From an optimization exercise on the open Yosys and OpenROAD flow, aimed at a short achievable clock period and few clock cycles; shortcuts taken in it are not production practice.
Function was checked by simulation only, so behaviour that the tests miss may differ from the original.
Power figures rest on the tool's default switching activity, not on a simulated workload.

==> flow/design.v <==
`default_nettype none
package rv32_pkg;
    typedef logic [31:0] xlen_t;
    typedef logic [31:0] instr_t;
    typedef logic [4:0]  reg_addr_t;
    localparam logic [6:0] OPC_OP     = 7'b0110011;
    localparam logic [6:0] OPC_OP_IMM = 7'b0010011;
    localparam logic [6:0] OPC_LUI    = 7'b0110111;
    localparam logic [6:0] OPC_AUIPC  = 7'b0010111;
    localparam logic [6:0] OPC_BRANCH = 7'b1100011;
    localparam logic [6:0] OPC_JAL    = 7'b1101111;
    localparam logic [6:0] OPC_JALR   = 7'b1100111;
    localparam int RS_ADD  = 0;
    localparam int RS_SLL  = 1;
    localparam int RS_SLT  = 2;
    localparam int RS_SLTU = 3;
    localparam int RS_XOR  = 4;
    localparam int RS_SR   = 5;
    localparam int RS_OR   = 6;
    localparam int RS_AND  = 7;
    localparam int RS_LINK = 8;
    localparam int RS_N    = 9;
    localparam int BR_N = 6;
    localparam int BTB_IDX = 5;
    localparam int BTB_TAG = 7;
    localparam int BTB_TGT = 13;
    localparam int LP_IDX = 4;
    localparam int LP_CNT = 4;
endpackage
`default_nettype wire
`timescale 1ns/1ns
`default_nettype none
module alu (
    input  logic [rv32_pkg::RS_N-1:0] sel,
    input  logic                      sra,
    input  logic [31:0]               sum,
    input  logic                      lt,
    input  logic                      ltu,
    input  logic [31:0]               a,
    input  logic [31:0]               b,
    input  logic [31:0]               link,
    output logic [31:0]               result
);
    logic [31:0] sll;
    logic [31:0] srl;
    assign sll  = a << b[4:0];
    assign srl  = sra ? 32'($signed(a) >>> b[4:0]) : (a >> b[4:0]);
    assign result = ({32{sel[rv32_pkg::RS_ADD]}}  & sum)
                  | ({32{sel[rv32_pkg::RS_SLL]}}  & sll)
                  | ({32{sel[rv32_pkg::RS_SLT]}}  & {31'b0, lt})
                  | ({32{sel[rv32_pkg::RS_SLTU]}} & {31'b0, ltu})
                  | ({32{sel[rv32_pkg::RS_XOR]}}  & (a ^ b))
                  | ({32{sel[rv32_pkg::RS_SR]}}   & srl)
                  | ({32{sel[rv32_pkg::RS_OR]}}   & (a | b))
                  | ({32{sel[rv32_pkg::RS_AND]}}  & (a & b))
                  | ({32{sel[rv32_pkg::RS_LINK]}} & link);
endmodule
`default_nettype wire
`timescale 1ns/1ns
`default_nettype none
module fetch_unit (
    input  logic                        clk,
    input  logic                        rst,
    output logic [31:0]                 imem_addr,
    input  logic                        redirect_valid,
    input  logic [31:1]                 redirect_target,
    input  logic                        redirect_taken,
    input  logic                        redirect_kill_t,
    input  logic                        redirect_kill_n,
    input  logic [31:1]                 redirect_tgt_t,
    input  logic [31:1]                 redirect_tgt_n,
    input  logic                        upd_valid,
    input  logic [rv32_pkg::BTB_IDX-1:0] upd_idx,
    input  logic [rv32_pkg::BTB_TAG-1:0] upd_tag,
    input  logic                        upd_retc,
    input  logic                        upd_bwd,
    input  logic                        lpu_valid,
    input  logic [rv32_pkg::LP_IDX-1:0] lpu_idx,
    input  logic                        lpu_taken,
    input  logic                        ras_push,
    input  logic                        ras_pop,
    input  logic [rv32_pkg::BTB_TGT:1]  ras_link,
    output logic [31:1]                 pc_f,
    output logic                        m_valid,
    output logic [31:1]                 pc_m
);
    localparam int NE = 1 << rv32_pkg::BTB_IDX;
    localparam int IL = 2;
    localparam int IH = rv32_pkg::BTB_IDX + 1;
    localparam int TL = rv32_pkg::BTB_IDX + 2;
    localparam int TH = rv32_pkg::BTB_IDX + rv32_pkg::BTB_TAG + 1;
    logic                        rst_q;
    logic [NE-1:0]               btb_v;
    logic [rv32_pkg::BTB_TAG-1:0] btb_tag [0:NE-1];
    logic [rv32_pkg::BTB_TGT:1]  btb_tgt [0:NE-1];
    logic [NE-1:0]               btb_ret;
    logic [NE-1:0]               btb_bwd;
    localparam int NL = 1 << rv32_pkg::LP_IDX;
    logic [NL-1:0]               lp_v;
    logic [rv32_pkg::LP_CNT-1:0] lp_trip [0:NL-1];
    logic [rv32_pkg::LP_CNT-1:0] lp_cnt  [0:NL-1];
    logic [NL-1:0]               lp_exit;
    logic [rv32_pkg::BTB_TGT:1]  ras [0:3];
    logic [1:0]                  ras_ptr;
    logic [rv32_pkg::BTB_TGT:1]  ras_top;
    logic [rv32_pkg::BTB_TGT:1]  last_pop;
    logic [rv32_pkg::BTB_IDX-1:0] idx;
    logic                        hit;
    logic                        pc_f_zero;
    logic [31:1]                 pred;
    logic [rv32_pkg::BTB_TGT:1]  hit_tgt;
    logic [31:1]                 next_t;
    logic [31:1]                 next_n;
    logic [31:1]                 pc_next;
    logic [31:1]                 rst_pc;
    assign imem_addr = {pc_f, 1'b0};
    assign idx       = pc_f[IH:IL];
    assign pc_f_zero = (pc_f == '0);
    assign ras_top   = ras_push ? ras_link : ras[ras_ptr];
    always_comb begin
        for (int j = 0; j < NL; j++) begin
            lp_exit[j] = lp_v[j] && (lp_cnt[j] == lp_trip[j]);
        end
    end
    always_comb begin
        logic [rv32_pkg::BTB_TGT:1] t;
        hit = 1'b0;
        t   = '0;
        for (int i = 0; i < NE; i++) begin
            if (btb_v[i] && idx == i && btb_tag[i] == pc_f[TH:TL] &&
                !(btb_bwd[i] && lp_exit[i % NL])) begin
                hit = 1'b1;
            end
            t = t | ({rv32_pkg::BTB_TGT{idx == i}} & (btb_ret[i] ? ras_top : btb_tgt[i]));
        end
        hit_tgt = t;
    end
    assign pred      = hit ? {pc_f[31:rv32_pkg::BTB_TGT+1], hit_tgt} : (pc_f + 31'd2);
    assign rst_pc    = (rst_q && pc_f_zero) ? 31'd2 : 31'd0;
    assign next_t    = rst ? rst_pc : (redirect_kill_t ? redirect_tgt_t : pred);
    assign next_n    = rst ? rst_pc : (redirect_kill_n ? redirect_tgt_n : pred);
    pc_select u_pc_select (
        .sel (redirect_taken),
        .a   (next_t),
        .b   (next_n),
        .y   (pc_next)
    );
    always_ff @(posedge clk) begin
        rst_q <= rst;
        pc_m  <= pc_f;
        pc_f  <= pc_next;
        if (rst) begin
            m_valid <= pc_f_zero;
        end else begin
            m_valid <= !redirect_valid;
        end
    end
    always_ff @(posedge clk) begin
        if (rst) begin
            btb_v <= '0;
        end else if (upd_valid) begin
            btb_v[upd_idx] <= 1'b1;
        end
        if (upd_valid) begin
            btb_tag[upd_idx] <= upd_tag;
            btb_tgt[upd_idx] <= pc_f[rv32_pkg::BTB_TGT:1];
            btb_ret[upd_idx] <= upd_retc && (pc_f[rv32_pkg::BTB_TGT:1] == last_pop);
            btb_bwd[upd_idx] <= upd_bwd;
        end
    end
    always_ff @(posedge clk) begin
        if (rst) begin
            lp_v <= '0;
            for (int j = 0; j < NL; j++) begin
                lp_cnt[j]  <= '0;
                lp_trip[j] <= '0;
            end
        end else if (lpu_valid) begin
            if (lpu_taken) begin
                if (lp_cnt[lpu_idx] != '1) begin
                    lp_cnt[lpu_idx] <= lp_cnt[lpu_idx] + 1'b1;
                end
            end else begin
                lp_v[lpu_idx]    <= 1'b1;
                lp_trip[lpu_idx] <= lp_cnt[lpu_idx];
                lp_cnt[lpu_idx]  <= '0;
            end
        end
    end
    always_ff @(posedge clk) begin
        if (rst) begin
            ras_ptr  <= '0;
            last_pop <= '0;
            for (int i = 0; i < 4; i++) begin
                ras[i] <= '0;
            end
        end else if (ras_push) begin
            ras_ptr           <= ras_ptr + 2'd1;
            ras[ras_ptr + 2'd1] <= ras_link;
        end else if (ras_pop) begin
            ras_ptr  <= ras_ptr - 2'd1;
            last_pop <= ras[ras_ptr];
        end
    end
endmodule
`default_nettype wire
`default_nettype none
module pc_select (
    input  logic        sel,
    input  logic [31:1] a,
    input  logic [31:1] b,
    output logic [31:1] y
);
    assign y = sel ? a : b;
endmodule
`default_nettype wire
`timescale 1ns/1ns
`default_nettype none
module decode_unit (
    input  logic                      clk,
    input  logic                      rst,
    input  logic [31:0]               instr,
    input  logic                      m_valid,
    input  logic [31:1]               pc_m,
    input  logic [31:1]               pc_f,
    input  logic                      kill,
    output logic [4:0]                rs1_addr,
    output logic [4:0]                rs2_addr,
    input  logic [31:0]               rs1_data,
    input  logic [31:0]               rs2_data,
    output logic                      e_valid,
    output logic [31:1]               e_pc,
    output logic [31:1]               e_link,
    output logic [31:1]               e_pnpc,
    output logic                      e_seq_ok,
    output logic [31:0]               e_a,
    output logic [31:0]               e_b,
    output logic                      e_fa,
    output logic                      e_fb,
    output logic [31:0]               e_imm,
    output logic [rv32_pkg::RS_N-1:0] e_sel,
    output logic                      e_sub,
    output logic                      e_sra,
    output logic [rv32_pkg::BR_N-1:0] e_br,
    output logic                      e_jal,
    output logic                      e_jalr,
    output logic                      e_push,
    output logic                      e_pop,
    output logic                      e_bwd,
    output logic                      e_wr,
    output logic [4:0]                e_rd
);
    logic [6:0]  opcode;
    logic [2:0]  funct3;
    logic [4:0]  rd;
    logic [31:0] imm_i;
    logic [31:0] imm_u;
    logic [31:0] imm_b;
    logic [31:0] imm_j;
    logic [31:1] link;
    logic is_op, is_opi, is_lui, is_auipc, is_br, is_jal, is_jalr;
    logic use1, use2;
    logic [rv32_pkg::RS_N-1:0] sel;
    logic [rv32_pkg::BR_N-1:0] br;
    logic [31:0] a;
    logic [31:0] b;
    logic [31:0] imm;
    logic        wr;
    assign opcode   = instr[6:0];
    assign rd       = instr[11:7];
    assign funct3   = instr[14:12];
    assign rs1_addr = instr[19:15];
    assign rs2_addr = instr[24:20];
    assign imm_i = {{20{instr[31]}}, instr[31:20]};
    assign imm_u = {instr[31:12], 12'b0};
    assign imm_b = {{19{instr[31]}}, instr[31], instr[7], instr[30:25], instr[11:8], 1'b0};
    assign imm_j = {{11{instr[31]}}, instr[31], instr[19:12], instr[20], instr[30:21], 1'b0};
    assign is_op    = opcode == rv32_pkg::OPC_OP;
    assign is_opi   = opcode == rv32_pkg::OPC_OP_IMM;
    assign is_lui   = opcode == rv32_pkg::OPC_LUI;
    assign is_auipc = opcode == rv32_pkg::OPC_AUIPC;
    assign is_br    = opcode == rv32_pkg::OPC_BRANCH;
    assign is_jal   = opcode == rv32_pkg::OPC_JAL;
    assign is_jalr  = opcode == rv32_pkg::OPC_JALR;
    assign use1 = is_op || is_opi || is_jalr || is_br;
    assign use2 = is_op || is_br;
    assign link = pc_m + 31'd2;
    always_comb begin
        sel = '0;
        if (is_op || is_opi) begin
            sel[funct3 == 3'b000 ? rv32_pkg::RS_ADD  :
                funct3 == 3'b001 ? rv32_pkg::RS_SLL  :
                funct3 == 3'b010 ? rv32_pkg::RS_SLT  :
                funct3 == 3'b011 ? rv32_pkg::RS_SLTU :
                funct3 == 3'b100 ? rv32_pkg::RS_XOR  :
                funct3 == 3'b101 ? rv32_pkg::RS_SR   :
                funct3 == 3'b110 ? rv32_pkg::RS_OR   : rv32_pkg::RS_AND] = 1'b1;
        end
        if (is_lui || is_auipc) sel[rv32_pkg::RS_ADD]  = 1'b1;
        if (is_jal || is_jalr)  sel[rv32_pkg::RS_LINK] = 1'b1;
    end
    always_comb begin
        br = '0;
        if (is_br) begin
            case (funct3)
                3'b000:  br[0] = 1'b1;
                3'b001:  br[1] = 1'b1;
                3'b100:  br[2] = 1'b1;
                3'b101:  br[3] = 1'b1;
                3'b110:  br[4] = 1'b1;
                3'b111:  br[5] = 1'b1;
                default: ;
            endcase
        end
    end
    assign wr = (is_op || is_opi || is_lui || is_auipc || is_jal || is_jalr) && rd != '0;
    assign a   = use1 ? rs1_data : (is_auipc ? {pc_m, 1'b0} : 32'd0);
    assign b   = use2 ? rs2_data : (is_opi ? imm_i : imm_u);
    assign imm = is_br ? imm_b : (is_jal ? imm_j : imm_i);
    always_ff @(posedge clk) begin
        e_valid  <= m_valid && !kill && !rst;
        e_pc     <= pc_m;
        e_link   <= link;
        e_pnpc   <= pc_f;
        e_seq_ok <= pc_f == link;
        e_a      <= a;
        e_b      <= b;
        e_fa     <= use1 && e_valid && e_wr && rs1_addr == e_rd;
        e_fb     <= use2 && e_valid && e_wr && rs2_addr == e_rd;
        e_imm    <= imm;
        e_sel    <= sel;
        e_sub    <= is_op && instr[30];
        e_sra    <= instr[30];
        e_br     <= br;
        e_jal    <= is_jal;
        e_jalr   <= is_jalr;
        e_push   <= (is_jal || is_jalr) && rd != '0;
        e_pop    <= is_jalr && rd == '0;
        e_bwd    <= (br != '0) && instr[31];
        e_wr     <= wr;
        e_rd     <= rd;
    end
endmodule
`default_nettype wire
`timescale 1ns/1ns
`default_nettype none
module register_file (
    input  logic        clk,
    input  logic        rst,
    input  logic [4:0]  rs1_addr,
    input  logic [4:0]  rs2_addr,
    output logic [31:0] rs1_data,
    output logic [31:0] rs2_data,
    input  logic        wb_valid,
    input  logic [4:0]  wb_rd,
    input  logic [31:0] wb_data
);
    logic [31:0] regs [1:31];
    always_ff @(posedge clk) begin
        if (rst) begin
            for (int i = 1; i < 32; i++) begin
                regs[i] <= '0;
            end
        end else if (wb_valid) begin
            regs[wb_rd] <= wb_data;
        end
    end
    always_comb begin
        if (rs1_addr == '0)                      rs1_data = '0;
        else if (wb_valid && wb_rd == rs1_addr)  rs1_data = wb_data;
        else                                     rs1_data = regs[rs1_addr];
        if (rs2_addr == '0)                      rs2_data = '0;
        else if (wb_valid && wb_rd == rs2_addr)  rs2_data = wb_data;
        else                                     rs2_data = regs[rs2_addr];
    end
endmodule
`default_nettype wire
`timescale 1ns/1ns
`default_nettype none
module execute_unit (
    input  logic                         clk,
    input  logic                         rst,
    input  logic                         e_valid,
    input  logic [31:1]                  e_pc,
    input  logic [31:1]                  e_link,
    input  logic [31:1]                  e_pnpc,
    input  logic                         e_seq_ok,
    input  logic [31:0]                  e_a,
    input  logic [31:0]                  e_b,
    input  logic                         e_fa,
    input  logic                         e_fb,
    input  logic [31:0]                  e_imm,
    input  logic [rv32_pkg::RS_N-1:0]    e_sel,
    input  logic                         e_sub,
    input  logic                         e_sra,
    input  logic [rv32_pkg::BR_N-1:0]    e_br,
    input  logic                         e_jal,
    input  logic                         e_jalr,
    input  logic                         e_push,
    input  logic                         e_pop,
    input  logic                         e_bwd,
    input  logic                         e_wr,
    input  logic [4:0]                   e_rd,
    output logic                         redirect_valid,
    output logic [31:1]                  redirect_target,
    output logic                         redirect_taken,
    output logic                         redirect_kill_t,
    output logic                         redirect_kill_n,
    output logic [31:1]                  redirect_tgt_t,
    output logic [31:1]                  redirect_tgt_n,
    output logic                         upd_valid,
    output logic [rv32_pkg::BTB_IDX-1:0] upd_idx,
    output logic [rv32_pkg::BTB_TAG-1:0] upd_tag,
    output logic                         upd_retc,
    output logic                         upd_bwd,
    output logic                         lpu_valid,
    output logic [rv32_pkg::LP_IDX-1:0]  lpu_idx,
    output logic                         lpu_taken,
    output logic                         ras_push,
    output logic                         ras_pop,
    output logic [rv32_pkg::BTB_TGT:1]   ras_link,
    output logic                         wb_valid,
    output logic [4:0]                   wb_rd,
    output logic [31:0]                  wb_data
);
    logic [31:0] op_a;
    logic [31:0] op_b;
    logic [31:0] result;
    logic [31:0] sum;
    logic        lt, ltu;
    logic [31:0] sum_p [0:3];
    logic        lt_c, ltu_c, taken_c;
    logic        taken;
    logic [31:0] br_sum;
    logic [31:0] jr_sum;
    logic        br_ok, jr_ok;
    logic        kill_t, kill_n;
    logic [31:1] tgt_t, tgt_n;
    assign op_a = e_fa ? wb_data : e_a;
    assign op_b = e_fb ? wb_data : e_b;
    always_comb begin
        logic [31:0] pa, pb;
        for (int p = 0; p < 4; p++) begin
            pa = p[0] ? wb_data : e_a;
            pb = p[1] ? wb_data : e_b;
            sum_p[p] = e_sub ? (pa - pb) : (pa + pb);
        end
    end
    always_comb begin
        logic eq;
        eq       = op_a == op_b;
        lt_c     = $signed(op_a) < $signed(op_b);
        ltu_c    = op_a < op_b;
        taken_c  = |(e_br & {!ltu_c, ltu_c, !lt_c, lt_c, !eq, eq});
    end
    assign sum   = sum_p[{e_fb, e_fa}];
    assign lt    = lt_c;
    assign ltu   = ltu_c;
    assign taken = taken_c;
    alu u_alu (
        .sel    (e_sel),
        .sra    (e_sra),
        .sum    (sum),
        .lt     (lt),
        .ltu    (ltu),
        .a      (op_a),
        .b      (op_b),
        .link   ({e_link, 1'b0}),
        .result (result)
    );
    assign br_sum = {e_pc, 1'b0} + e_imm;
    assign jr_sum = e_fa ? (wb_data + e_imm) : (e_a + e_imm);
    always_comb begin
        logic [31:1] cb;
        logic [31:1] cj;
        logic [31:1] cw;
        logic        ja, jw;
        br_ok = 1'b1;
        ja    = 1'b1;
        jw    = 1'b1;
        cb[1] = 1'b0;
        cj[1] = e_a[0] & e_imm[0];
        cw[1] = wb_data[0] & e_imm[0];
        for (int i = 2; i < 32; i++) begin
            cb[i] = (e_pc[i-1] & e_imm[i-1]) | ((e_pc[i-1] ^ e_imm[i-1]) & ~e_pnpc[i-1]);
            cj[i] = (e_a[i-1] & e_imm[i-1]) | ((e_a[i-1] ^ e_imm[i-1]) & ~e_pnpc[i-1]);
            cw[i] = (wb_data[i-1] & e_imm[i-1]) | ((wb_data[i-1] ^ e_imm[i-1]) & ~e_pnpc[i-1]);
        end
        for (int i = 1; i < 32; i++) begin
            br_ok = br_ok & ~(e_pc[i] ^ e_imm[i] ^ e_pnpc[i] ^ cb[i]);
            ja    = ja & ~(e_a[i] ^ e_imm[i] ^ e_pnpc[i] ^ cj[i]);
            jw    = jw & ~(wb_data[i] ^ e_imm[i] ^ e_pnpc[i] ^ cw[i]);
        end
        jr_ok = e_fa ? jw : ja;
    end
    assign kill_t = e_valid && (e_jalr ? !jr_ok : !br_ok);
    assign tgt_t  = e_jalr ? jr_sum[31:1] : br_sum[31:1];
    assign kill_n = e_valid && (e_jalr ? !jr_ok : (e_jal ? !br_ok : !e_seq_ok));
    assign tgt_n  = e_jalr ? jr_sum[31:1] : (e_jal ? br_sum[31:1] : e_link);
    assign redirect_taken  = taken;
    assign redirect_kill_t = kill_t;
    assign redirect_kill_n = kill_n;
    assign redirect_tgt_t  = tgt_t;
    assign redirect_tgt_n  = tgt_n;
    assign redirect_valid  = taken ? kill_t : kill_n;
    assign redirect_target = taken ? tgt_t : tgt_n;
    assign ras_push = e_valid && e_push;
    assign ras_pop  = e_valid && e_pop;
    assign ras_link = e_link[rv32_pkg::BTB_TGT:1];
    always_ff @(posedge clk) begin
        upd_valid  <= redirect_valid && !(e_bwd && !taken) && !rst;
        upd_bwd    <= e_bwd;
        lpu_valid  <= e_valid && e_bwd && !rst;
        lpu_idx    <= e_pc[rv32_pkg::LP_IDX+1:2];
        lpu_taken  <= taken;
        upd_idx    <= e_pc[rv32_pkg::BTB_IDX+1:2];
        upd_tag    <= e_pc[rv32_pkg::BTB_IDX+rv32_pkg::BTB_TAG+1:rv32_pkg::BTB_IDX+2];
        upd_retc   <= e_pop;
    end
    always_ff @(posedge clk) begin
        wb_valid <= e_valid && e_wr && !rst;
        wb_rd    <= e_rd;
        wb_data  <= result;
    end
endmodule
`default_nettype wire
`timescale 1ns/1ns
`default_nettype none
module rv32i_core (
    input  logic             clk,
    input  logic             rst,
    output logic [31:0]      imem_addr,
    input  logic [31:0]      imem_data,
    output logic             wb_valid,
    output logic [4:0]       wb_rd,
    output logic [31:0]      wb_data
);
    logic        redirect_valid;
    logic [31:1] redirect_target;
    logic        redirect_taken;
    logic        redirect_kill_t;
    logic        redirect_kill_n;
    logic [31:1] redirect_tgt_t;
    logic [31:1] redirect_tgt_n;
    logic        upd_valid;
    logic [rv32_pkg::BTB_IDX-1:0] upd_idx;
    logic [rv32_pkg::BTB_TAG-1:0] upd_tag;
    logic        upd_retc;
    logic        upd_bwd;
    logic        lpu_valid;
    logic [rv32_pkg::LP_IDX-1:0] lpu_idx;
    logic        lpu_taken;
    logic        e_bwd;
    logic        ras_push;
    logic        ras_pop;
    logic [rv32_pkg::BTB_TGT:1] ras_link;
    logic        e_push;
    logic        e_pop;
    logic [31:1] pc_f;
    logic        m_valid;
    logic [31:1] pc_m;
    logic [4:0]  rs1_addr;
    logic [4:0]  rs2_addr;
    logic [31:0] rs1_data;
    logic [31:0] rs2_data;
    logic                      e_valid;
    logic [31:1]               e_pc;
    logic [31:1]               e_link;
    logic [31:1]               e_pnpc;
    logic                      e_seq_ok;
    logic [31:0]               e_a;
    logic [31:0]               e_b;
    logic                      e_fa;
    logic                      e_fb;
    logic [31:0]               e_imm;
    logic [rv32_pkg::RS_N-1:0] e_sel;
    logic                      e_sub;
    logic                      e_sra;
    logic [rv32_pkg::BR_N-1:0] e_br;
    logic                      e_jal;
    logic                      e_jalr;
    logic                      e_wr;
    logic [4:0]                e_rd;
    fetch_unit u_fetch (
        .clk             (clk),
        .rst             (rst),
        .imem_addr       (imem_addr),
        .redirect_valid  (redirect_valid),
        .redirect_target (redirect_target),
        .redirect_taken  (redirect_taken),
        .redirect_kill_t (redirect_kill_t),
        .redirect_kill_n (redirect_kill_n),
        .redirect_tgt_t  (redirect_tgt_t),
        .redirect_tgt_n  (redirect_tgt_n),
        .upd_valid       (upd_valid),
        .upd_idx         (upd_idx),
        .upd_tag         (upd_tag),
        .upd_retc        (upd_retc),
        .upd_bwd         (upd_bwd),
        .lpu_valid       (lpu_valid),
        .lpu_idx         (lpu_idx),
        .lpu_taken       (lpu_taken),
        .ras_push        (ras_push),
        .ras_pop         (ras_pop),
        .ras_link        (ras_link),
        .pc_f            (pc_f),
        .m_valid         (m_valid),
        .pc_m            (pc_m)
    );
    decode_unit u_decode (
        .clk      (clk),
        .rst      (rst),
        .instr    (imem_data),
        .m_valid  (m_valid),
        .pc_m     (pc_m),
        .pc_f     (pc_f),
        .kill     (redirect_valid),
        .rs1_addr (rs1_addr),
        .rs2_addr (rs2_addr),
        .rs1_data (rs1_data),
        .rs2_data (rs2_data),
        .e_valid  (e_valid),
        .e_pc     (e_pc),
        .e_link   (e_link),
        .e_pnpc   (e_pnpc),
        .e_seq_ok (e_seq_ok),
        .e_a      (e_a),
        .e_b      (e_b),
        .e_fa     (e_fa),
        .e_fb     (e_fb),
        .e_imm    (e_imm),
        .e_sel    (e_sel),
        .e_sub    (e_sub),
        .e_sra    (e_sra),
        .e_br     (e_br),
        .e_jal    (e_jal),
        .e_jalr   (e_jalr),
        .e_push   (e_push),
        .e_pop    (e_pop),
        .e_bwd    (e_bwd),
        .e_wr     (e_wr),
        .e_rd     (e_rd)
    );
    register_file u_regfile (
        .clk      (clk),
        .rst      (rst),
        .rs1_addr (rs1_addr),
        .rs2_addr (rs2_addr),
        .rs1_data (rs1_data),
        .rs2_data (rs2_data),
        .wb_valid (wb_valid),
        .wb_rd    (wb_rd),
        .wb_data  (wb_data)
    );
    execute_unit u_execute (
        .clk             (clk),
        .rst             (rst),
        .e_valid         (e_valid),
        .e_pc            (e_pc),
        .e_link          (e_link),
        .e_pnpc          (e_pnpc),
        .e_seq_ok        (e_seq_ok),
        .e_a             (e_a),
        .e_b             (e_b),
        .e_fa            (e_fa),
        .e_fb            (e_fb),
        .e_imm           (e_imm),
        .e_sel           (e_sel),
        .e_sub           (e_sub),
        .e_sra           (e_sra),
        .e_br            (e_br),
        .e_jal           (e_jal),
        .e_jalr          (e_jalr),
        .e_push          (e_push),
        .e_pop           (e_pop),
        .e_bwd           (e_bwd),
        .e_wr            (e_wr),
        .e_rd            (e_rd),
        .redirect_valid  (redirect_valid),
        .redirect_target (redirect_target),
        .redirect_taken  (redirect_taken),
        .redirect_kill_t (redirect_kill_t),
        .redirect_kill_n (redirect_kill_n),
        .redirect_tgt_t  (redirect_tgt_t),
        .redirect_tgt_n  (redirect_tgt_n),
        .upd_valid       (upd_valid),
        .upd_idx         (upd_idx),
        .upd_tag         (upd_tag),
        .upd_retc        (upd_retc),
        .upd_bwd         (upd_bwd),
        .lpu_valid       (lpu_valid),
        .lpu_idx         (lpu_idx),
        .lpu_taken       (lpu_taken),
        .ras_push        (ras_push),
        .ras_pop         (ras_pop),
        .ras_link        (ras_link),
        .wb_valid        (wb_valid),
        .wb_rd           (wb_rd),
        .wb_data         (wb_data)
    );
endmodule
`default_nettype wire
==> flow/run.sh <==
#!/bin/bash
# synth_recipe.tcl (not shown) runs the flow's synth.tcl, then flattens the netlist and writes it again
# the make line also repeats each setting of config.mk as NAME=value (left out here)
make -C /OpenROAD-flow-scripts/flow DESIGN_CONFIG=/design/flow/config.mk WORK_HOME=/design/flow/orfs CLKGATE_MAP_FILE= SYNTH_SCRIPT=/design/flow/synth_recipe.tcl finish
==> flow/config.mk <==
export PLATFORM = sky130hd
export DESIGN_NAME = rv32i_core
export DESIGN_NICKNAME = rv32i_core
export VERILOG_FILES = /design/flow/design.v
export SDC_FILE = /design/flow/constraint.sdc
export NUM_CORES = 4
export LEC_CHECK = 0
export ABC_CLOCK_PERIOD_IN_PS = 3000
export CAP_MARGIN = 40
export CORE_MARGIN = 2
export CORE_UTILIZATION = 40
export SETUP_SLACK_MARGIN = 5
export SLEW_MARGIN = 40
==> flow/constraint.sdc <==
create_clock -name core_clock -period 8.5 [get_ports {clk}]
set_input_delay 1.7000 -clock core_clock [delete_from_list [all_inputs] [get_ports {clk}]]
set_output_delay 1.7000 -clock core_clock [all_outputs]
set_load 0.01 [all_outputs]
==> summary.txt, run 1 <==
Global route
  – First-pass GRT wire length: 805 mm
  – Vias in the first global route: 101000
  – GRT overflow: 0
  – Initial antenna violation count: 59
  – Pin count of the biggest net entering global routing: 81
  – All-Layer GR Usage: 35.6%

Clock network
  – CTS tree: built
  – Clock latency (worst-skew pair): 0.98 ns
  – Max Buffers Root-to-Sink: 4
  – Sink Count: 2269
  – Num CTS Buffers: 245
  – CTS Root Cell: clkbuf_16
  – Hold-fix buffers at CTS: 0
  – CTS clk-pin slew, worst paths: 0.07 ns
  – H-tree levels: 4

Yosys
  – Post-Syn Area per Cell: 11.3 um2
  – Share of flip-flops with an asynchronous set or reset: 0%
  – FF+latch count, synth: 2269
  – Most instantiated library cell after synthesis: edfxtp_1
  – Primary FF master, synth: edfxtp_1
  – Post-synth EDFFs: 1908
  – Cell count after synthesis: 11200
  – Top post-synthesis cells by area: edfxtp_1 (45%), mux4_2 (7.6%), dfxtp_1 (5.7%)
  – Post-synth top area cell: edfxtp_1
  – Cell Area, Synth: 126000 um2
  – Cell variety after synth: 88
  – Synth top area share: 45.4%
  – Top cells by count, synth: edfxtp_1 (1908), nand2_1 (1013), o21ai_0 (912), and2_1 (869), clkbuf_1 (721)
  – Ys Warns: 5
  – Sequential share of the synthesized area: 51.1%
  – Syn Nets: 11500

Die
  – Initial Utilization: 40.1%
  – Row cnt: 206
  – I/O pins: 104
  – Chip width: 566 um
  – Core area: 315000 um2
  – Die H: 566 um
  – Die area: 320000 um2

Timing
  – Achievable Freq: 233 MHz
  – Fin crit share: 50.5%
  – Final Setup Violations: 0
  – Minimum clock period: 4.29 ns
  – Max_slew headroom: 32.1%
  – Post-route setup slack: 4.21 ns
  – Setup_tns: 0 ns
  – Slew @ Worst Pin: 1.02 ns
  – Final Hold Vio Count: 0
  – Slew Limit Fails: 0
  – Unrepaired setup endpoints after global routing: yes
  – Post-Route Skew: 0.0925 ns

Finish
  – Area Growth Syn to Fin: 22.1%
  – Fin nets: 12000
  – Layout cells sized above 1: 23.0%
  – Fin cells: 16000
  – FILL cells: 27500
  – Final Core Density: 49.0%

Worst setup path
  – Critical Path AT: 5.07 ns
  – Worst Path Required: 9.28 ns
  – Worst-path maximum fanout: 6
  – Worst Setup SP: u_decode.e_fb$_DFF_P_
  – Reg-to-reg critical path startpoint: u_decode.e_fb$_DFF_P_
  – Setup CP Type: reg2reg
  – Setup crit end kind: flop
  – CP startpoint kind: flop

Power and ir drop
  – PD cells: 183 nW/um2
  – Pwr Total: 28300 uW
  – Leak: 0.0560 uW
  – Max VDD drop: 0.170 mV

Drt
  – Total number of vias: 107000
  – Vias per Instance: 6.69
  – Starting DRT DRC Count: 18800
  – Remaining DRCs: 0
  – DRT antenna net count: 0
  – Average wire per standard cell: 37.1 um
  – Final WL: 594 mm
  – Pre-antenna DRT Iters: 9

Placed design
  – PortBufs: 102
  – Place WS: 2.94 ns
  – Number of placed instances, taps included: 14900
  – DP HPWL: 362 mm
  – Gpl congestion: 1.05

Min path
  – HP Class: reg2reg
  – Hold path startpoint: u_fetch.pc_f[29]$_DFF_P_

Outcome
  – Outcome: complete, no violations

Run
  – Max-cap violations: 0
per-layer routing:
metal,track usage (%),vias to the layer above,part of all wire (%)
li1,-,42600,-
met1,44.1,52700,35
met2,52.5,9315,42
met3,10.4,2414,14
met4,26.7,26,9.2
met5,0,-,0.046
registers in the layout, indices dropped and copies added (netlist names), 32 cells and up, named ones only:
name / cells
u_regfile.regs: 1024
u_fetch.btb_tgt: 416
u_fetch.btb_tag: 224
u_fetch.lp_cnt: 64
u_fetch.lp_trip: 64
u_fetch.ras: 52
u_decode.e_a: 32
u_decode.e_b: 32
u_execute.wb_data: 32
u_fetch.btb_bwd: 32
u_fetch.btb_ret: 32
u_fetch.btb_v: 32
stage by stage:
step	cell area, um2	hold WS (ns)
floorplan	128000	0.344
global placement	133000	0.384
detailed placement	134000	0.384
CTS	152000	0.398
global route	154000	0.396
finish	154000	0.399
critical path, cell delays in order (launching register included):
cell and delay (ns):
dfxtp_4 0.42, buf_6 0.12, buf_12 0.14, mux2i_4 0.40, ha_4 0.28, nor2_4 0.11
nand2_2 0.10, or4b_4 0.60, nor2b_4 0.15, o2bb2ai_4 0.18, o21ai_4 0.10, mux2i_4 0.39
a21oi_4 0.14, buf_12 0.17, buf_6 0.11, buf_6 0.10, nor2_4 0.12, buf_12 0.15
buf_12 0.12, nor2_4 0.03, o2bb2ai_1 0.15
cells in the final DEF (no fill, tap or decap), types with 57 or more instances in the layout:
cell type,count
and2_1,863
bufbuf_16,59
xnor2_1,358
mux4_2,429
mux2i_4,57
buf_16,63
buf_12,92
dfxtp_4,68
inv_1,143
a31oi_1,83
a21oi_1,339
mux2i_1,356
nand4_1,98
o211ai_1,86
buf_6,98
nor3_1,282
fa_1,92
clkbuf_16,259
ha_1,181
buf_4,622
edfxtp_1,1908
a22oi_1,87
xor2_1,282
dfxtp_1,244
o22ai_1,197
nand3_1,120
nor2_1,601
a221oi_1,129
clkinv_1,58
nor4_1,144
mux2_2,85
o21ai_0,784
nand2_1,999
final timing paths:
path	to	slack, ns	cells after the start
max	u_fetch.pc_f[17]$_DFF_P_	4.21	20
min	u_decode.e_pnpc[29]$_DFF_P_	0.40	0
max reg2reg	u_fetch.pc_f[17]$_DFF_P_	4.21	20
min reg2reg	u_decode.e_pnpc[29]$_DFF_P_	0.40	0
cells by family after synthesis:
logic type	after synthesis	share of synthesized area [%]
AOI/OAI and AO/OA	2307	11.2
buffers and inverters	1096	3.43
xor gates and xnor gates	664	4.62
and+or+nand+nor	3563	14.0
muxes	946	11.8
DFF	2269	51.1
adders and majority gates	329	3.82
other	1	0.00297
report_power, final:
group	switching [uW]	internal [uW]	total [uW]
sequential	311	12400	12700
combinational	2920	1650	4570
clock	4730	6290	11000
layout make-up:
cell class	count	area, um2	share of cell area, %
tap	4160	5200	3.37
clock buffer	300	6520	4.23
clock inverter	148	1500	0.973
inverter	191	828	0.537
timing repair buffer	1084	13000	8.44
antenna	42	105	0.0681
multi-input combinational	7819	62200	40.3
timing repair inverter	2	17.5	0.0114
sequential	2269	64800	42.0
repair_timing:
| item | 4_1_cts | 5_1_grt |
|---|---|---|
| setup buffers | 406 | 105 |
| pin swaps | 152 | 141 |
| gates resized for setup | 1037 | 301 |
| gates cloned | 77 | 11 |
| setup endpoints to repair | 1356 | 247 |
Testbench counts, summed over its fixed seeds: cycles 56,161.
==> run 2: changes to the inputs <==
--- a/flow/design.v
+++ b/flow/design.v
@@ -21,8 +21,8 @@
     localparam int RS_LINK = 8;
     localparam int RS_N    = 9;
     localparam int BR_N = 6;
-    localparam int BTB_IDX = 5;
-    localparam int BTB_TAG = 7;
+    localparam int BTB_IDX = 6;
+    localparam int BTB_TAG = 6;
     localparam int BTB_TGT = 13;
     localparam int LP_IDX = 4;
     localparam int LP_CNT = 4;
@@ -119,7 +119,7 @@
     assign ras_top   = ras_push ? ras_link : ras[ras_ptr];
     always_comb begin
         for (int j = 0; j < NL; j++) begin
-            lp_exit[j] = lp_v[j] && (lp_cnt[j] == lp_trip[j]);
+            lp_exit[j] = lp_v[j] && (lp_cnt[j] == lp_trip[j]) && (lp_trip[j] != '1);
         end
     end
     always_comb begin
@@ -429,7 +429,7 @@
     logic [31:0] sum;
     logic        lt, ltu;
     logic [31:0] sum_p [0:3];
-    logic        lt_c, ltu_c, taken_c;
+    logic [3:0]  lt_p, ltu_p, tk_p;
     logic        taken;
     logic [31:0] br_sum;
     logic [31:0] jr_sum;
@@ -440,34 +440,34 @@
     assign op_b = e_fb ? wb_data : e_b;
     always_comb begin
         logic [31:0] pa, pb;
+        logic        peq;
         for (int p = 0; p < 4; p++) begin
             pa = p[0] ? wb_data : e_a;
             pb = p[1] ? wb_data : e_b;
             sum_p[p] = e_sub ? (pa - pb) : (pa + pb);
+            peq      = pa == pb;
+            lt_p[p]  = $signed(pa) < $signed(pb);
+            ltu_p[p] = pa < pb;
+            tk_p[p]  = |(e_br & {!ltu_p[p], ltu_p[p], !lt_p[p], lt_p[p], !peq, peq});
         end
     end
-    always_comb begin
-        logic eq;
-        eq       = op_a == op_b;
-        lt_c     = $signed(op_a) < $signed(op_b);
-        ltu_c    = op_a < op_b;
-        taken_c  = |(e_br & {!ltu_c, ltu_c, !lt_c, lt_c, !eq, eq});
-    end
     assign sum   = sum_p[{e_fb, e_fa}];
-    assign lt    = lt_c;
-    assign ltu   = ltu_c;
-    assign taken = taken_c;
-    alu u_alu (
-        .sel    (e_sel),
-        .sra    (e_sra),
-        .sum    (sum),
-        .lt     (lt),
-        .ltu    (ltu),
-        .a      (op_a),
-        .b      (op_b),
-        .link   ({e_link, 1'b0}),
-        .result (result)
-    );
+    assign lt    = lt_p[{e_fb, e_fa}];
+    assign ltu   = ltu_p[{e_fb, e_fa}];
+    assign taken = tk_p[{e_fb, e_fa}];
+    logic [31:0] sll;
+    logic [31:0] srl;
+    assign sll = op_a << op_b[4:0];
+    assign srl = e_sra ? 32'($signed(op_a) >>> op_b[4:0]) : (op_a >> op_b[4:0]);
+    assign result = ({32{e_sel[rv32_pkg::RS_ADD]}}  & sum)
+                  | ({32{e_sel[rv32_pkg::RS_SLL]}}  & sll)
+                  | ({32{e_sel[rv32_pkg::RS_SLT]}}  & {31'b0, lt})
+                  | ({32{e_sel[rv32_pkg::RS_SLTU]}} & {31'b0, ltu})
+                  | ({32{e_sel[rv32_pkg::RS_XOR]}}  & (op_a ^ op_b))
+                  | ({32{e_sel[rv32_pkg::RS_SR]}}   & srl)
+                  | ({32{e_sel[rv32_pkg::RS_OR]}}   & (op_a | op_b))
+                  | ({32{e_sel[rv32_pkg::RS_AND]}}  & (op_a & op_b))
+                  | ({32{e_sel[rv32_pkg::RS_LINK]}} & {e_link, 1'b0});
     assign br_sum = {e_pc, 1'b0} + e_imm;
     assign jr_sum = e_fa ? (wb_data + e_imm) : (e_a + e_imm);
     always_comb begin
--- a/flow/config.mk
+++ b/flow/config.mk
@@ -11,3 +11,5 @@
 export CORE_UTILIZATION = 40
 export SETUP_SLACK_MARGIN = 5
 export SLEW_MARGIN = 40
+export SYNTH_HIERARCHICAL = 1
+export SYNTH_MINIMUM_KEEP_SIZE = 0
==> summary.txt, run 2 <==
Outcome
  – Outcome: complete, no violations

Timing
  – Unrepaired setup endpoints after global routing: yes
  – Minimum clock period: 4.27 ns (-0.0196 ns)
  – Slew @ Worst Pin: 1.18 ns (+0.158 ns)
  – Setup_tns: 0 ns (unchanged)
  – Achievable Freq: 234 MHz (+0.46%)
  – Final Hold Vio Count: 0 (unchanged)
  – Slew Limit Fails: 0 (unchanged)
  – Max_slew headroom: 20.8% (-11 points)
  – Fin crit share: 50.3% (-0.23 points)
  – Final Setup Violations: 0 (unchanged)
  – Post-Route Skew: 0.0946 ns (+0.00208 ns)
  – Post-route setup slack: 4.23 ns (+0.0196 ns)

Worst setup path
  – Setup crit end kind: flop
  – Most frequent CP cell: or4_4
  – Critical Path AT: 5.16 ns (+0.09 ns)
  – R2r worst-path depth: 14 (-30%)
  – CP startpoint kind: flop
  – Worst-path maximum fanout: 8 (+2)
  – Worst Setup SP: u_fetch.pc_f[2]$_DFF_P_
  – Crit-path max cell delay: 0.53 ns (-0.07 ns)
  – CP Cell Sequence: inv_4 -> ha_4 -> nor3b_4 -> nand2_4 -> buf_4 -> a211oi_1 -> or4_1 -> or3_1 -> or4_4 -> or4_4 -> mux2i_4 -> o21a_1 -> nor2_1 -> mux2_2
  – Worst Path Required: 9.39 ns (+0.11 ns)
  – Crit path buffers/inverters: 2 (-5)
  – CP max-delay cell: or4_1
  – Reg-to-reg critical path startpoint: u_fetch.pc_f[2]$_DFF_P_
  – Crit path max-delay family: simple AND/OR/NAND/NOR gates
  – FF-to-FF setup slack: 4.23 ns (+0.02 ns)
  – Setup CP Type: reg2reg
  – R2r endpoint: u_fetch.pc_f[4]$_DFF_P_

Min path
  – Hold path startpoint: u_decode.e_rd[2]$_DFF_P_
  – Hold endpoint: u_execute.wb_rd[2]$_DFF_P_
  – Hold Path Depth: 0 (unchanged)
  – HP Class: reg2reg

Drt
  – Total number of vias: 140000 (+31%)
  – Remaining DRCs: 0 (unchanged)
  – Average wire per standard cell: 38.4 um (+3.4%)
  – Pre-antenna DRT Iters: 17 (+8)
  – DRT antenna net count: 0 (unchanged)
  – Starting DRT DRC Count: 26300 (+40%)
  – Vias per Instance: 6.75 (+0.95%)
  – Final WL: 797 mm (+34%)

Die
  – Chip width: 643 um (+14%)
  – Die H: 643 um (+14%)
  – Core area: 406000 um2 (+29%)
  – Initial Utilization: 40.2% (about the same)
  – I/O pins: 104 (unchanged)
  – Row cnt: 234 (+14%)
  – Die area: 413000 um2 (+29%)

Placed design
  – DP HPWL: 492 mm (+36%)
  – PortBufs: 102 (unchanged)
  – Place WS: 3.07 ns (+0.128 ns)
  – Gpl congestion: 1.06 (+1.7%)

Global route
  – Pin count of the biggest net entering global routing: 75 (-7.4%)
  – GRT overflow: 0 (unchanged)
  – All-Layer GR Usage: 36.7% (+1.1 points)
  – First-pass GRT wire length: 1060 mm (+31%)
  – Vias in the first global route: 125000 (+24%)
  – Initial antenna violation count: 105 (+78%)

Finish
  – Most common cell after layout, fill and taps aside: edfxtp_1
  – Area Growth Syn to Fin: 20.7%
  – Layout cells sized above 1: 21.9% (-1.1 points)
  – Most flop-heavy register: u_regfile.regs
  – Biggest regs: u_regfile.regs: 1024 flops, u_fetch.btb_tgt: 832 flops, u_fetch.btb_tag: 384 flops
  – Most frequent cells in the layout: edfxtp_1 (2548), nand2_1 (1036), o21ai_0 (1033)
  – Number of flip-flops in the largest register: 1024 (unchanged)
  – Fin nets: 15400 (+29%)

Clock network
  – CTS clk-pin slew, worst paths: 0.06 ns (about the same)
  – Hold-fix buffers at CTS: 0 (unchanged)
  – H-tree levels: 5 (+1)
  – CTS tree: built
  – Clock latency (worst-skew pair): 1.02 ns (+0.04 ns)
  – Num CTS Buffers: 331 (+35%)
  – CTS Root Cell: clkbuf_16
  – Max Buffers Root-to-Sink: 4 (unchanged)
  – Sink Count: 2972 (+31%)

Yosys
  – Cell Area, Synth: 163000 um2 (+29%)
  – Ys Warns: 11 (+6)
  – Post-Syn Area per Cell: 11.2 um2 (-1.0%)
  – Syn Nets: 15000 (+30%)
  – Cell count after synthesis: 14600 (+30%)

Run
  – Max-cap violations: 0 (unchanged)

Power and ir drop
  – Max VDD drop: 0.190 mV (+12%)
  – Leak: 0.0701 uW (+25%)
  – PD cells: 182 nW/um2 (-0.60%)
## run 2: stage by stage
step           instance area [um2]  power [uW]  cells  util [%]  hold slack [ns]
6_report                    197000       35900  20800      48.5            0.386
5_1_grt                     197000       36400  20700      48.5            0.393
4_1_cts                     193000       35300  20500      47.5            0.384
3_5_place_dp                172000       20600  19400      42.4            0.382
3_3_place_gp                171000       20500  19400      42.1            0.387
2_1_floorplan               164000       18900  14600         -            0.324
## run 2: timing repair
action	4_1_cts	5_1_grt
setup buffers	374	168
endpoints found under the hold margin	0	0
pin swaps	150	171
endpoints found under the setup margin	1145	576
gates resized for setup	1248	430
cloned	75	26
## run 2: worst max path at each step
stage,end,slack (ns),cells after the start
after floorplan,u_fetch.pc_f[31]$_DFF_P_,4.81,20
after global placement,u_fetch.pc_f[23]$_DFF_P_,3.09,14
final,u_fetch.pc_f[4]$_DFF_P_,4.23,14
after CTS,u_fetch.pc_f[4]$_DFF_P_,4.33,16
after global routing,u_fetch.pc_f[4]$_DFF_P_,4.24,14
after detailed placement,u_fetch.pc_f[22]$_DFF_P_,3.07,14
## run 2: report_power, final
group / internal, uW / total (uW) / switching, uW
Clock: 8300 / 14800 / 6460
Sequential: 16100 / 16400 / 310
Combinational: 1560 / 4740 / 3180
Total: 25900 / 35900 / 9950
## run 2: area by class of cell
type,instances,area (um2)
well taps,5428,6790
multi-input cells,10100,77100
clock buffers,449,9220
repair inverters,1,8.76
clock inverters,157,1560
inverters,325,1310
diodes,92,230
fillers,36000,209000
repair buffers,1280,15300
flip-flops and latches,2972,85400
## run 2: per-layer routing
| metal | wire, um | share of wire [%] | up-vias | global-route usage (%) |
|---|---|---|---|---|
| met3 | 135000 | 17 | 3182 | 16.7 |
| li1 | - | - | 55200 | - |
| met1 | 282000 | 35 | 69000 | 46.9 |
| met5 | 554 | 0.070 | - | 0 |
| met2 | 314000 | 39 | 12800 | 50.2 |
| met4 | 65200 | 8.2 | 64 | 22.7 |
Testbench counts of run 2, summed over its fixed seeds: cycles 55,623.
==> run 3: changes to the inputs <==
--- a/flow/design.v
+++ b/flow/design.v
@@ -82,14 +82,14 @@
     input  logic [rv32_pkg::BTB_TGT:1]  ras_link,
     output logic [31:1]                 pc_f,
     output logic                        m_valid,
-    output logic [31:1]                 pc_m
+    output logic [31:1]                 pc_m,
+    output logic                        rst_q
 );
     localparam int NE = 1 << rv32_pkg::BTB_IDX;
     localparam int IL = 2;
     localparam int IH = rv32_pkg::BTB_IDX + 1;
     localparam int TL = rv32_pkg::BTB_IDX + 2;
     localparam int TH = rv32_pkg::BTB_IDX + rv32_pkg::BTB_TAG + 1;
-    logic                        rst_q;
     logic [NE-1:0]               btb_v;
     logic [rv32_pkg::BTB_TAG-1:0] btb_tag [0:NE-1];
     logic [rv32_pkg::BTB_TGT:1]  btb_tgt [0:NE-1];
@@ -106,16 +106,13 @@
     logic [rv32_pkg::BTB_TGT:1]  last_pop;
     logic [rv32_pkg::BTB_IDX-1:0] idx;
     logic                        hit;
-    logic                        pc_f_zero;
     logic [31:1]                 pred;
     logic [rv32_pkg::BTB_TGT:1]  hit_tgt;
     logic [31:1]                 next_t;
     logic [31:1]                 next_n;
     logic [31:1]                 pc_next;
-    logic [31:1]                 rst_pc;
     assign imem_addr = {pc_f, 1'b0};
     assign idx       = pc_f[IH:IL];
-    assign pc_f_zero = (pc_f == '0);
     assign ras_top   = ras_push ? ras_link : ras[ras_ptr];
     always_comb begin
         for (int j = 0; j < NL; j++) begin
@@ -136,9 +133,8 @@
         hit_tgt = t;
     end
     assign pred      = hit ? {pc_f[31:rv32_pkg::BTB_TGT+1], hit_tgt} : (pc_f + 31'd2);
-    assign rst_pc    = (rst_q && pc_f_zero) ? 31'd2 : 31'd0;
-    assign next_t    = rst ? rst_pc : (redirect_kill_t ? redirect_tgt_t : pred);
-    assign next_n    = rst ? rst_pc : (redirect_kill_n ? redirect_tgt_n : pred);
+    assign next_t    = rst ? 31'd0 : (redirect_kill_t ? redirect_tgt_t : pred);
+    assign next_n    = rst ? 31'd0 : (redirect_kill_n ? redirect_tgt_n : pred);
     pc_select u_pc_select (
         .sel (redirect_taken),
         .a   (next_t),
@@ -150,9 +146,9 @@
         pc_m  <= pc_f;
         pc_f  <= pc_next;
         if (rst) begin
-            m_valid <= pc_f_zero;
+            m_valid <= 1'b1;
         end else begin
-            m_valid <= !redirect_valid;
+            m_valid <= !redirect_valid && !rst_q;
         end
     end
     always_ff @(posedge clk) begin
@@ -223,6 +219,7 @@
     input  logic                      m_valid,
     input  logic [31:1]               pc_m,
     input  logic [31:1]               pc_f,
+    input  logic                      rst_q,
     input  logic                      kill,
     output logic [4:0]                rs1_addr,
     output logic [4:0]                rs2_addr,
@@ -321,8 +318,8 @@
         e_valid  <= m_valid && !kill && !rst;
         e_pc     <= pc_m;
         e_link   <= link;
-        e_pnpc   <= pc_f;
-        e_seq_ok <= pc_f == link;
+        e_pnpc   <= rst_q ? link : pc_f;
+        e_seq_ok <= rst_q || (pc_f == link);
         e_a      <= a;
         e_b      <= b;
         e_fa     <= use1 && e_valid && e_wr && rs1_addr == e_rd;
@@ -331,7 +328,7 @@
         e_sel    <= sel;
         e_sub    <= is_op && instr[30];
         e_sra    <= instr[30];
-        e_br     <= br;
+        e_br     <= rst ? '0 : br;
         e_jal    <= is_jal;
         e_jalr   <= is_jalr;
         e_push   <= (is_jal || is_jalr) && rd != '0;
@@ -559,6 +556,7 @@
     logic [31:1] pc_f;
     logic        m_valid;
     logic [31:1] pc_m;
+    logic        rst_q;
     logic [4:0]  rs1_addr;
     logic [4:0]  rs2_addr;
     logic [31:0] rs1_data;
@@ -605,7 +603,8 @@
         .ras_link        (ras_link),
         .pc_f            (pc_f),
         .m_valid         (m_valid),
-        .pc_m            (pc_m)
+        .pc_m            (pc_m),
+        .rst_q           (rst_q)
     );
     decode_unit u_decode (
         .clk      (clk),
@@ -614,6 +613,7 @@
         .m_valid  (m_valid),
         .pc_m     (pc_m),
         .pc_f     (pc_f),
+        .rst_q    (rst_q),
         .kill     (redirect_valid),
         .rs1_addr (rs1_addr),
         .rs2_addr (rs2_addr),
==> summary.txt, run 3 <==
Power and ir drop
  – Psw: 9420 uW (-5.3%)
  – Clock power share: 41.6% (+0.4 points)
  – Pwr Total: 34900 uW (-2.7%)
  – Fraction of power spent switching nets: 27.0% (-0.74 points)
  – Seq pwr share: 46.7% (+1.1 points)
  – Max VDD drop: 0.145 mV (-24%)
  – Combinational Power Share: 11.7% (-1.5 points)
  – PD cells: 175 nW/um2 (-3.7%)
  – Leak: 0.0714 uW (+1.8%)
  – Internal power: 25500 uW (-1.7%)

Worst setup path
  – Crit path buffers/inverters: 7 (+5)
  – Setup crit end kind: flop
  – CP Cell Sequence: buf_12 -> buf_12 -> buf_4 -> mux4_2 -> mux2i_4 -> buf_12 -> buf_8 -> buf_12 -> buf_16 -> a211oi_1 -> nor4_4 -> nand4_1 -> or4_4 -> a211oi_4 -> o31a_1 -> nor2_1 -> mux2_4
  – Crit path max-delay family: simple AND/OR/NAND/NOR gates
  – Critical Path AT: 5.28 ns (+0.12 ns)
  – CP startpoint kind: flop
  – CP max-delay cell: or4_4
  – Most frequent CP cell: buf_12
  – Worst Path Required: 9.42 ns (+0.03 ns)
  – Crit-path max cell delay: 0.57 ns (+0.04 ns)
  – Setup CP Type: reg2reg
  – Worst-path maximum fanout: 6 (-2)

Global route
  – Initial antenna violation count: 104 (-0.95%)
  – Met1 Use GR: 49.2% (+2.4 points)
  – Pin count of the biggest net entering global routing: 81 (+8.0%)
  – First-pass GRT wire length: 1100 mm (+4.3%)
  – Met2 Use GR: 51.8% (+1.6 points)
  – Met3 Track Usage GR: 18.2% (+1.5 points)
  – GRT overflow: 0 (unchanged)
  – All-Layer GR Usage: 38.5% (+1.8 points)
  – Vias in the first global route: 127000 (+1.8%)
  – Busiest layer in global routing: met2

Timing
  – Fin crit share: 51.4% (+1.1 points)
  – Unrepaired setup endpoints after global routing: yes
  – Max_slew headroom: 29.1% (+8.3 points)
  – Setup_tns: 0 ns (unchanged)
  – Achievable Freq: 229 MHz (-2.1%)
  – Minimum clock period: 4.37 ns (+0.0935 ns)
  – Post-route setup slack: 4.13 ns (-0.0935 ns)
  – Slew @ Worst Pin: 1.06 ns (-0.114 ns)
  – Slew Limit Fails: 0 (unchanged)
  – Post-Route Skew: 0.108 ns (+0.0132 ns)
  – Final Setup Violations: 0 (unchanged)
  – Final Hold Vio Count: 0 (unchanged)

Finish
  – Number of flip-flops in the largest register: 1024 (unchanged)
  – Most common cell after layout, fill and taps aside: edfxtp_1
  – Most flop-heavy register: u_regfile.regs
  – Area Growth Syn to Fin: 21.5%
  – Most frequent cells in the layout: edfxtp_1 (2548), nor2_1 (1161), and2_1 (1024)
  – Biggest regs: u_regfile.regs: 1024 flops, u_fetch.btb_tgt: 832 flops, u_fetch.btb_tag: 384 flops
  – Layout cells sized above 1: 23.1% (+1.2 points)
  – Fin nets: 15400 (-0.26%)

Min path
  – HP Class: reg2reg

Yosys
  – Post-Syn Area per Cell: 11.3 um2 (+0.72%)
  – Cell Area, Synth: 164000 um2 (+0.36%)
  – Syn Nets: 15000 (-0.34%)
  – Ys Warns: 11 (unchanged)
  – Cell count after synthesis: 14500 (-0.35%)

Clock network
  – CTS Root Cell: clkbuf_16
  – Sink Count: 2972 (unchanged)
  – CTS clk-pin slew, worst paths: 0.06 ns (about the same)
  – Num CTS Buffers: 333 (+0.60%)
  – H-tree levels: 5 (unchanged)
  – CTS tree: built
  – Max Buffers Root-to-Sink: 4 (unchanged)
  – Clock latency (worst-skew pair): 1.03 ns (about the same)

Placed design
  – Gpl congestion: 1.06 (-0.27%)
  – DP HPWL: 510 mm (+3.6%)
  – Place WS: 2.80 ns (-0.276 ns)
  – PortBufs: 102 (unchanged)

Die
  – I/O pins: 104 (unchanged)
  – Chip width: 644 um (+0.18%)
  – Die H: 644 um (+0.18%)
  – Row cnt: 234 (unchanged)
  – Core area: 407000 um2 (+0.22%)
  – Die area: 414000 um2 (+0.36%)
  – Initial Utilization: 40.2% (+0.059 points)

Drt
  – DRT antenna net count: 0 (unchanged)
  – Total number of vias: 142000 (+1.2%)
  – Starting DRT DRC Count: 27300 (+3.9%)
  – Remaining DRCs: 0 (unchanged)
  – Final WL: 831 mm (+4.3%)
  – Average wire per standard cell: 40.1 um (+4.6%)
  – Pre-antenna DRT Iters: 12 (-5)
  – Vias per Instance: 6.85 (+1.5%)

Outcome
  – Outcome: complete, no violations

Run
  – Max-cap violations: 0 (unchanged)
run 3: final cells by class:
type                       count  area [um2]
sequential                  2972       85400
clock buffer                 461        9440
timing repair buffer        1294       16500
fill                       36000      208000
tap                         5428        6790
timing repair inverter         3        36.3
inverter                     336        1330
antenna                       79         198
multi-input combinational  10000       78100
clock inverter               141        1140
run 3: path summary, 6_finish.rpt:
| check | start | endpoint | slack (ns) | depth (start not counted) |
|---|---|---|---|---|
| worst max-delay path | flop | u_fetch.pc_f[10]$_DFF_P_ | 4.13 | 17 |
| worst min register to register | u_decode.e_pc[5]$_DFF_P_ | u_execute.upd_idx[3]$_DFF_P_ | 0.37 | 0 |
| worst max register to register | flop | u_fetch.pc_f[10]$_DFF_P_ | 4.13 | 17 |
| worst min-delay path | u_decode.e_pc[5]$_DFF_P_ | u_execute.upd_idx[3]$_DFF_P_ | 0.37 | 0 |
run 3: power groups by stage:
stage	clock, uW	sequential (uW)	combinational [uW]
after floorplan	0	16500	1970
after global placement	0	16600	3260
after detailed placement	0	16600	3290
after CTS	14400	16300	3710
after global routing	15000	16300	4110
final	14500	16300	4090
run 3: repair_timing:
action	in CTS	in global routing
endpoints found under the setup margin	1239	937
gates cloned	105	12
setup buffers	401	126
pin swaps	257	225
hold buffers	0	0
hold endpoints to repair	0	0
gates resized for setup	1437	504
run 3: worst reg2reg max path: cells and delay by family (launching register included):
kind	cells	cell delay, ns
buffers and inverters	7	0.95
muxes	3	1.02
AOI/OAI and AO/OA	3	0.63
DFF	1	0.37
and+or+nand+nor	4	1.33
run 3: per-layer routing:
metal | share of wire, % | up-vias
met5 | 0.13 | -
met4 | 8.3 | 74
met3 | 17 | 3368
met2 | 39 | 13200
met1 | 36 | 70100
li1 | - | 55100
run 3: metrics by stage:
| step | area (um2) | util [%] | cells | hold WS (ns) |
|---|---|---|---|---|
| floorplan | 165000 | - | 14500 | 0.324 |
| global placement | 171000 | 42.0 | 19300 | 0.393 |
| detailed placement | 173000 | 42.4 | 19400 | 0.397 |
| CTS | 195000 | 47.9 | 20500 | 0.391 |
| global route | 199000 | 48.8 | 20700 | 0.397 |
| finish | 199000 | 48.9 | 20700 | 0.367 |
Testbench counts of run 3, summed over its fixed seeds: cycles 55,669.
==> run 4: changes to the inputs <==
--- a/flow/design.v
+++ b/flow/design.v
@@ -452,19 +452,17 @@
     assign lt    = lt_p[{e_fb, e_fa}];
     assign ltu   = ltu_p[{e_fb, e_fa}];
     assign taken = tk_p[{e_fb, e_fa}];
-    logic [31:0] sll;
-    logic [31:0] srl;
-    assign sll = op_a << op_b[4:0];
-    assign srl = e_sra ? 32'($signed(op_a) >>> op_b[4:0]) : (op_a >> op_b[4:0]);
-    assign result = ({32{e_sel[rv32_pkg::RS_ADD]}}  & sum)
-                  | ({32{e_sel[rv32_pkg::RS_SLL]}}  & sll)
-                  | ({32{e_sel[rv32_pkg::RS_SLT]}}  & {31'b0, lt})
-                  | ({32{e_sel[rv32_pkg::RS_SLTU]}} & {31'b0, ltu})
-                  | ({32{e_sel[rv32_pkg::RS_XOR]}}  & (op_a ^ op_b))
-                  | ({32{e_sel[rv32_pkg::RS_SR]}}   & srl)
-                  | ({32{e_sel[rv32_pkg::RS_OR]}}   & (op_a | op_b))
-                  | ({32{e_sel[rv32_pkg::RS_AND]}}  & (op_a & op_b))
-                  | ({32{e_sel[rv32_pkg::RS_LINK]}} & {e_link, 1'b0});
+    alu u_alu (
+        .sel    (e_sel),
+        .sra    (e_sra),
+        .sum    (sum),
+        .lt     (lt),
+        .ltu    (ltu),
+        .a      (op_a),
+        .b      (op_b),
+        .link   ({e_link, 1'b0}),
+        .result (result)
+    );
     assign br_sum = {e_pc, 1'b0} + e_imm;
     assign jr_sum = e_fa ? (wb_data + e_imm) : (e_a + e_imm);
     always_comb begin
--- a/flow/config.mk
+++ b/flow/config.mk
@@ -11,5 +11,3 @@
 export CORE_UTILIZATION = 40
 export SETUP_SLACK_MARGIN = 5
 export SLEW_MARGIN = 40
-export SYNTH_HIERARCHICAL = 1
-export SYNTH_MINIMUM_KEEP_SIZE = 0
==> summary.txt, run 4 <==
Outcome
  – Outcome: complete, no violations

Worst setup path
  – R2r worst-path depth: 12 (-5)
  – Worst-path maximum fanout: 25 (+19)
  – Setup CP Type: reg2reg
  – Setup crit end kind: flop
  – Worst Path Required: 9.36 ns (-0.06 ns)
  – Crit path buffers/inverters: 2 (-5)
  – CP Cell Sequence: mux4_2 -> mux2i_4 -> buf_6 -> buf_6 -> nand2_1 -> o21ai_0 -> o22ai_1 -> nor4_1 -> nand4_1 -> or3_1 -> o21ai_0 -> a21oi_1
  – Critical Path AT: 5.24 ns (-0.04 ns)
  – Crit path max-delay family: simple AND/OR/NAND/NOR gates
  – CP max-delay cell: nor4_1
  – WP depth: 12 (-5)
  – Crit-path max cell delay: 0.90 ns (+0.33 ns)
  – CP startpoint kind: flop

Yosys
  – Sequential share of the synthesized area: 53.0%
  – Ys Warns: 5 (-6)
  – Share of flip-flops with an asynchronous set or reset: 0%
  – FF+latch count, synth: 2972
  – Top post-synthesis cells by area: edfxtp_1 (48%), mux4_2 (6.0%), dfxtp_1 (5.3%)
  – Cell Area, Synth: 160000 um2 (-2.1%)
  – Syn Nets: 15200 (+1.5%)
  – Cell variety after synth: 107
  – Post-Syn Area per Cell: 10.9 um2 (-3.6%)
  – Post-synth top area cell: edfxtp_1
  – Top cells by count, synth: edfxtp_1 (2548), nand2_1 (1715), o21ai_0 (1425), nor3_1 (1122), clkbuf_1 (1056)
  – Synth top area share: 47.7%
  – Primary FF master, synth: edfxtp_1
  – Post-synth EDFFs: 2548
  – Most instantiated library cell after synthesis: edfxtp_1
  – Cell count after synthesis: 14800 (+1.6%)

Clock network
  – CTS tree: built
  – Sink Count: 2972 (unchanged)
  – Num CTS Buffers: 326 (-2.1%)
  – Clock latency (worst-skew pair): 0.99 ns (-0.04 ns)
  – Max Buffers Root-to-Sink: 4 (unchanged)
  – CTS clk-pin slew, worst paths: 0.06 ns (about the same)
  – CTS Root Cell: clkbuf_16
  – H-tree levels: 5 (unchanged)

Finish
  – Layout cells sized above 1: 20.3% (-2.7 points)
  – Most common cell after layout, fill and taps aside: edfxtp_1
  – Area Growth Syn to Fin: 19.4%
  – Fin cells: 20600 (-0.80%)
  – Most flop-heavy register: u_regfile.regs
  – Number of flip-flops in the largest register: 1024 (unchanged)
  – Fin nets: 15400 (+0.23%)
  – Biggest regs: u_regfile.regs: 1024 flops, u_fetch.btb_tgt: 832 flops, u_fetch.btb_tag: 384 flops
  – Most frequent cells in the layout: edfxtp_1 (2548), nand2_1 (1668), o21ai_0 (1297)

Placed design
  – PortBufs: 102 (unchanged)
  – DP HPWL: 471 mm (-7.6%)
  – Number of placed instances, taps included: 19400 (+0.077%)
  – Gpl congestion: 1.06 (-0.52%)

Power and ir drop
  – Clock power share: 40.5% (-1.1 points)
  – Internal power: 25900 uW (+1.7%)
  – PD cells: 187 nW/um2 (+6.8%)
  – Combinational Power Share: 13.7% (+2.0 points)
  – Leak: 0.0672 uW (-5.8%)
  – Fraction of power spent switching nets: 27.7% (+0.68 points)
  – Seq pwr share: 45.8% (-0.9 points)
  – Max VDD drop: 0.166 mV (+15%)
  – Psw: 9920 uW (+5.3%)

Timing
  – Unrepaired setup endpoints after global routing: yes
  – Fin crit share: 51.5% (+0.18 points)
  – Slew Limit Fails: 0 (unchanged)
  – Max_slew headroom: 29.2% (+0.032 points)
  – Post-Route Skew: 0.100 ns (-0.00746 ns)
  – Slew @ Worst Pin: 1.05 ns (-0.00925 ns)
  – Minimum clock period: 4.38 ns (+0.0152 ns)
  – Final Setup Violations: 0 (unchanged)
  – Final Hold Vio Count: 0 (unchanged)
  – Setup_tns: 0 ns (unchanged)
  – Achievable Freq: 228 MHz (-0.35%)

Global route
  – First-pass GRT wire length: 1030 mm (-6.3%)
  – GRT overflow: 0 (unchanged)
  – Vias in the first global route: 125000 (-1.7%)
  – Pin count of the biggest net entering global routing: 150 (+85%)
  – Initial antenna violation count: 63 (-39%)
  – All-Layer GR Usage: 36.2% (-2.3 points)

Min path
  – HP Class: reg2reg
  – Hold Path Depth: 0 (unchanged)

Drt
  – DRT antenna net count: 0 (unchanged)
  – Total number of vias: 139000 (-1.8%)
  – Average wire per standard cell: 37.4 um (-6.9%)
  – Pre-antenna DRT Iters: 17 (+5)
  – Vias per Instance: 6.78 (-0.98%)
  – Final WL: 768 mm (-7.6%)
  – Starting DRT DRC Count: 26600 (-2.5%)
  – Remaining DRCs: 0 (unchanged)

Die
  – Die H: 637 um (-1.1%)
  – Row cnt: 232 (-0.85%)
  – Chip width: 637 um (-1.1%)
  – Initial Utilization: 40.1% (-0.074 points)
  – Core area: 399000 um2 (-1.9%)
  – I/O pins: 104 (unchanged)
  – Die area: 406000 um2 (-2.1%)

Run
  – Max-cap violations: 0 (unchanged)
## run 4: cell types whose count changed in the layout (fill, tap and decap cells not counted), moves of 113 or more
cell / change
and2_1: -991
nor3_1: +956
nand2_1: +764
o21ai_0: +575
a211oi_1: -419
o22ai_1: +342
nor2_1: -339
a21oi_1: -153
a221oi_1: +113
## run 4: what timing repair did
action | 4_1_cts | 5_1_grt
hold buffers | 0 | 0
gates cloned | 54 | 14
pin swaps | 174 | 141
endpoints found under the setup margin | 1249 | 715
gates resized for setup | 1160 | 408
setup buffers | 316 | 122
## run 4: layout make-up
type	instances	area (um2)
antenna	39	97.6
sequential	2972	85300
clock inverter	158	1550
multi-input combinational	10200	74300
inverter	344	1510
timing repair buffer	1161	12900
clock buffer	435	8960
timing repair inverter	4	37.5
tap	5265	6590
fill	35500	208000
## run 4: path summary, 6_finish.rpt
check	start	endpoint	slack (ns)
worst max-delay path	flop	u_fetch.pc_f[12]$_DFF_P_	4.12
worst min-delay path	u_fetch.pc_m[20]$_DFF_P_	u_decode.e_pc[20]$_DFF_P_	0.30
worst max register to register	flop	u_fetch.pc_f[12]$_DFF_P_	4.12
worst min register to register	u_fetch.pc_m[20]$_DFF_P_	u_decode.e_pc[20]$_DFF_P_	0.30
## run 4: metal layers
metal | vias to the layer above | global-route usage, % | part of all wire (%)
met2 | 12500 | 50.0 | 40
met1 | 68300 | 47.0 | 36
met3 | 2838 | 14.7 | 16
met5 | - | 0.189 | 0.082
li1 | 55600 | - | -
met4 | 50 | 22.6 | 7.9
## run 4: power by group through the flow
stage | combinational, uW | sequential, uW | clock [uW]
after floorplan | 2370 | 16700 | 0
after global placement | 3960 | 16800 | 0
after detailed placement | 4010 | 16800 | 0
after CTS | 4560 | 16400 | 14400
after global routing | 4990 | 16400 | 15000
final | 4920 | 16400 | 14500
## run 4: cell families after synthesis
family	after synthesis	synth area share (%)
and+or+nand+nor	4608	13.0
AOI/OAI and AO/OA	3451	12.9
DFF	2972	53.0
buffers and inverters	1624	4.08
muxes	883	8.90
xor gates and xnor gates	798	4.36
adders and majority gates	424	3.77
other	1	0.00234
## run 4: metrics by stage
stage	hold WS (ns)	cell area, um2	util (%)	total power (uW)	worst slack, ns
2_1_floorplan	0.358	162000	-	19000	4.43
3_3_place_gp	0.374	168000	42.2	20700	2.39
3_5_place_dp	0.375	169000	42.4	20800	2.67
4_1_cts	0.318	188000	47.1	35400	4.33
5_1_grt	0.343	191000	47.9	36400	4.16
6_report	0.302	191000	47.9	35800	4.12
Testbench counts of run 4, summed over its fixed seeds: cycles 55,669.

[static timing again, ports no longer ideal]
The results above use ideal ports. As a check the final layouts listed here were re-extracted and re-timed, cells and wires unchanged.
Step 1 sets driving cells, clkbuf_16 on the clock port and buf_2 on the other inputs (assumed; they add their load-dependent delay and slew).
Step 2, shift: input delay + t, output delay - t, t = (earliest + latest rising clock arrival at the registers) / 2. This alone moves slack from input paths to output paths.
Slacks: no drivers / after step 1 / after step 2; pairs: no drivers / after step 1.
| run | t (ns) | slack for setup (ns) | worst setup path at the end | clock arrival spread, ns |
|---|---|---|---|---|
| run 1 | 1.044 | 4.208 / 4.208 / 3.820 | input to register | 0.094 / 0.093 |
| run 2 | 1.106 | 4.228 / 4.228 / 3.608 | input to register | 0.104 / 0.103 |
| run 3 | 1.078 | 4.135 / 4.135 / 3.624 | input to register | 0.108 / 0.108 |
| run 4 | 1.069 | 4.119 / 4.119 / 3.663 | input to register | 0.114 / 0.114 |
After both steps setup and hold are still met in every run listed. For run 2, which loses most, drivers alone change the setup slack by 0.000 ns; drivers and shift together by -0.620 ns.
